Context: an optimization exercise on an open-source flow, tuned for small area, a short achievable clock period and few clock cycles per item. The choices shown serve that exercise and are no tape-out recipe. Power is estimated from default activity; no workload was simulated.

## v38
==> flow/design.v (excerpt) <==
module calendar_date_difference (
  input  logic                           clk_i,
  input  logic                           rst_ni,
  input  logic                           in_valid_i,
  output logic                           in_ready_o,
  input  logic [cdd_pkg::YEAR_W-1:0]     first_year_i,
  input  logic [cdd_pkg::MONTH_W-1:0]    first_month_i,
  input  logic [cdd_pkg::DAY_W-1:0]      first_day_i,
  input  logic [cdd_pkg::YEAR_W-1:0]     second_year_i,
  input  logic [cdd_pkg::MONTH_W-1:0]    second_month_i,
  input  logic [cdd_pkg::DAY_W-1:0]      second_day_i,
  output logic                           out_valid_o,
  input  logic                           out_ready_i,
  output logic [cdd_pkg::DIFF_W-1:0]     day_difference_o
);
Size in the first run: roughly 1100 cells after synthesis, roughly 98 flip-flops, about 74 I/O pins.
export LEC_CHECK = 0
export CAP_MARGIN = 20
export CORE_MARGIN = 2
export CORE_UTILIZATION = 40
export SETUP_SLACK_MARGIN = 2.4
export SLEW_MARGIN = 20
create_clock -name core_clock -period 7.0 [get_ports {clk_i}]
standard.sh (not shown) runs the stock make flow with config.mk's settings and CLKGATE_MAP_FILE= SYNTH_SCRIPT=/design/flow/synth_recipe.tcl, a recipe that flattens the netlist after the stock synthesis.
==> flow/flow/run.sh <==
#!/bin/bash
# Layout flow: the standard flow (standard.sh) with two changes:
# - the buffers that buffer_ports puts on every input and output port are
#   sky130_fd_sc_hd__buf_1 instead of the cell OpenROAD picks by default;
# - Yosys's synth skips its quick internal ABC pass (SYNTH_ARGS=-noabc), so
#   the full adders written in the RTL reach extract_fa as written; the
#   technology mapping ABC pass after it runs as usual.
set -euo pipefail
export BUFFER_PORTS_ARGS="-buffer_cell sky130_fd_sc_hd__buf_1"
export SYNTH_ARGS="-noabc"
bash standard.sh finish > standard_flow.log 2>&1
What v5 does differently from v38 at the input level:
diff --git a/flow/design.v b/flow/design.v
--- a/flow/design.v
+++ b/flow/design.v
@@ -1601,27 +1601,25 @@
   logic s2_c288;
   logic s2_s289;
   logic s2_c290;
   logic s2_c291;
   logic s2_s292;
   logic s2_c293;
   logic s2_s294;
   logic s2_c295;
-  logic        dt_zero, y_lt, y_eq, e_le, same_le;
-  logic [8:0]  ea, eb;
+  logic        dt_zero, y_lt, y_eq;
+  logic [9:0]  ea, eb;
   always_comb begin
-    dt_zero = dt_i[11] && (dt_i[10:0] == 11'd0);
-    y_lt    = !dt_i[11] || (dt_zero && ((!ra_i[1] && !rb_i[1]) || ((!ra_i[1] || !rb_i[1]) && (!ra_i[0] && !rb_i[0]))));
-    y_eq    = dt_zero && (ra_i[0] != rb_i[0]) && (ra_i[1] != rb_i[1]);
-    ea      = ga_i ? 9'd32 : ua_i;
-    eb      = gb_i ? 9'd32 : ~ub_i;
-    e_le    = !(((!eb[8] && ea[8]) || ((!eb[8] || ea[8]) && ((!eb[7] && ea[7]) || ((!eb[7] || ea[7]) && ((!eb[6] && ea[6]) || ((!eb[6] || ea[6]) && ((!eb[5] && ea[5]) || ((!eb[5] || ea[5]) && ((!eb[4] && ea[4]) || ((!eb[4] || ea[4]) && ((!eb[3] && ea[3]) || ((!eb[3] || ea[3]) && ((!eb[2] && ea[2]) || ((!eb[2] || ea[2]) && ((!eb[1] && ea[1]) || ((!eb[1] || ea[1]) && (!eb[0] && ea[0]))))))))))))))))));
-    same_le = (la_i && !lb_i) || (e_le && (la_i || !lb_i));
-    sg_o    = y_lt || (y_eq && same_le);
+    dt_zero = (dt_i == 12'h800);
+    y_lt    = !dt_i[11] || (dt_zero && (ra_i < ~rb_i));
+    y_eq    = dt_zero && (ra_i == ~rb_i);
+    ea      = {1'b0, ua_i} - 10'(la_i) - (ga_i ? 10'd28 : 10'd0);
+    eb      = {1'b0, ~ub_i} - 10'(lb_i) - (gb_i ? 10'd28 : 10'd0);
+    sg_o    = y_lt || (y_eq && (ea <= eb));
   end
   always_comb begin
     kp = 6'd32 - 6'(la_i) - (ga_i ? 6'd28 : 6'd0) + 6'(lb_i) + (gb_i ? 6'd28 : 6'd0);
   end
   assign s2_s1 = dt_i[3] ^ dt_i[1];
   assign s2_c2 = dt_i[3] & dt_i[1];
   assign s2_s3 = dt_i[4] ^ dt_i[2];
   assign s2_c4 = dt_i[4] & dt_i[2];
Notes after the runs:
Diff v5..v38 | data-path buffer share of cell area in the final layout | negligible
v5 has via count above what v38 had.
Taking v38 as the reference, in v5 post-synthesis cell count +about 10%, area growth from synthesis to layout held steady.
Against v38, v5 reports a final period demand of the worst path that is higher.
Going from v38 to v5, the top achievable clock speed was found to have gone down by 2.1%.
v5 ended with more number of tapcells than v38.
Compared with v38, in v5 routed wire length went up; net switching component of the power went up; clock distribution area overhead in the final layout did not really move; multiplexer share of the synthesized area did not really move.
No functional check of the RTL was part of any run of this note.

## port drivers added, routing unchanged
The flow's constraints put no driver on any port. The routed layouts listed below were extracted and timed again, unchanged, in two steps. Step 1 (the two cells are an assumption about what drives the block):
set clk [get_ports {clk_i}]
set_driving_cell -lib_cell sky130_fd_sc_hd__clkbuf_16 $clk
set_driving_cell -lib_cell sky130_fd_sc_hd__buf_2 [delete_from_list [all_inputs] $clk]
Step 2 times the ports against the registers' clock, not the clock port: input delays grow and output delays shrink by t, the midpoint of the rising clock arrivals with the driver on. Slacks: ideal / step 1 / step 2; pairs: ideal / step 1.
run | t, ns | slack for setup (ns) | hold WS [ns]
v38 | 0.384 | 2.571 / 2.571 / 2.231 | 0.475 / 0.475 / 0.475
v5 | 0.402 | 2.475 / 2.501 / 2.099 | 0.467 / 0.467 / 0.467
After both steps setup and hold are still met in every run listed. For v5, which loses most, drivers alone change the setup slack by +0.026 ns; drivers and shift together by -0.376 ns.
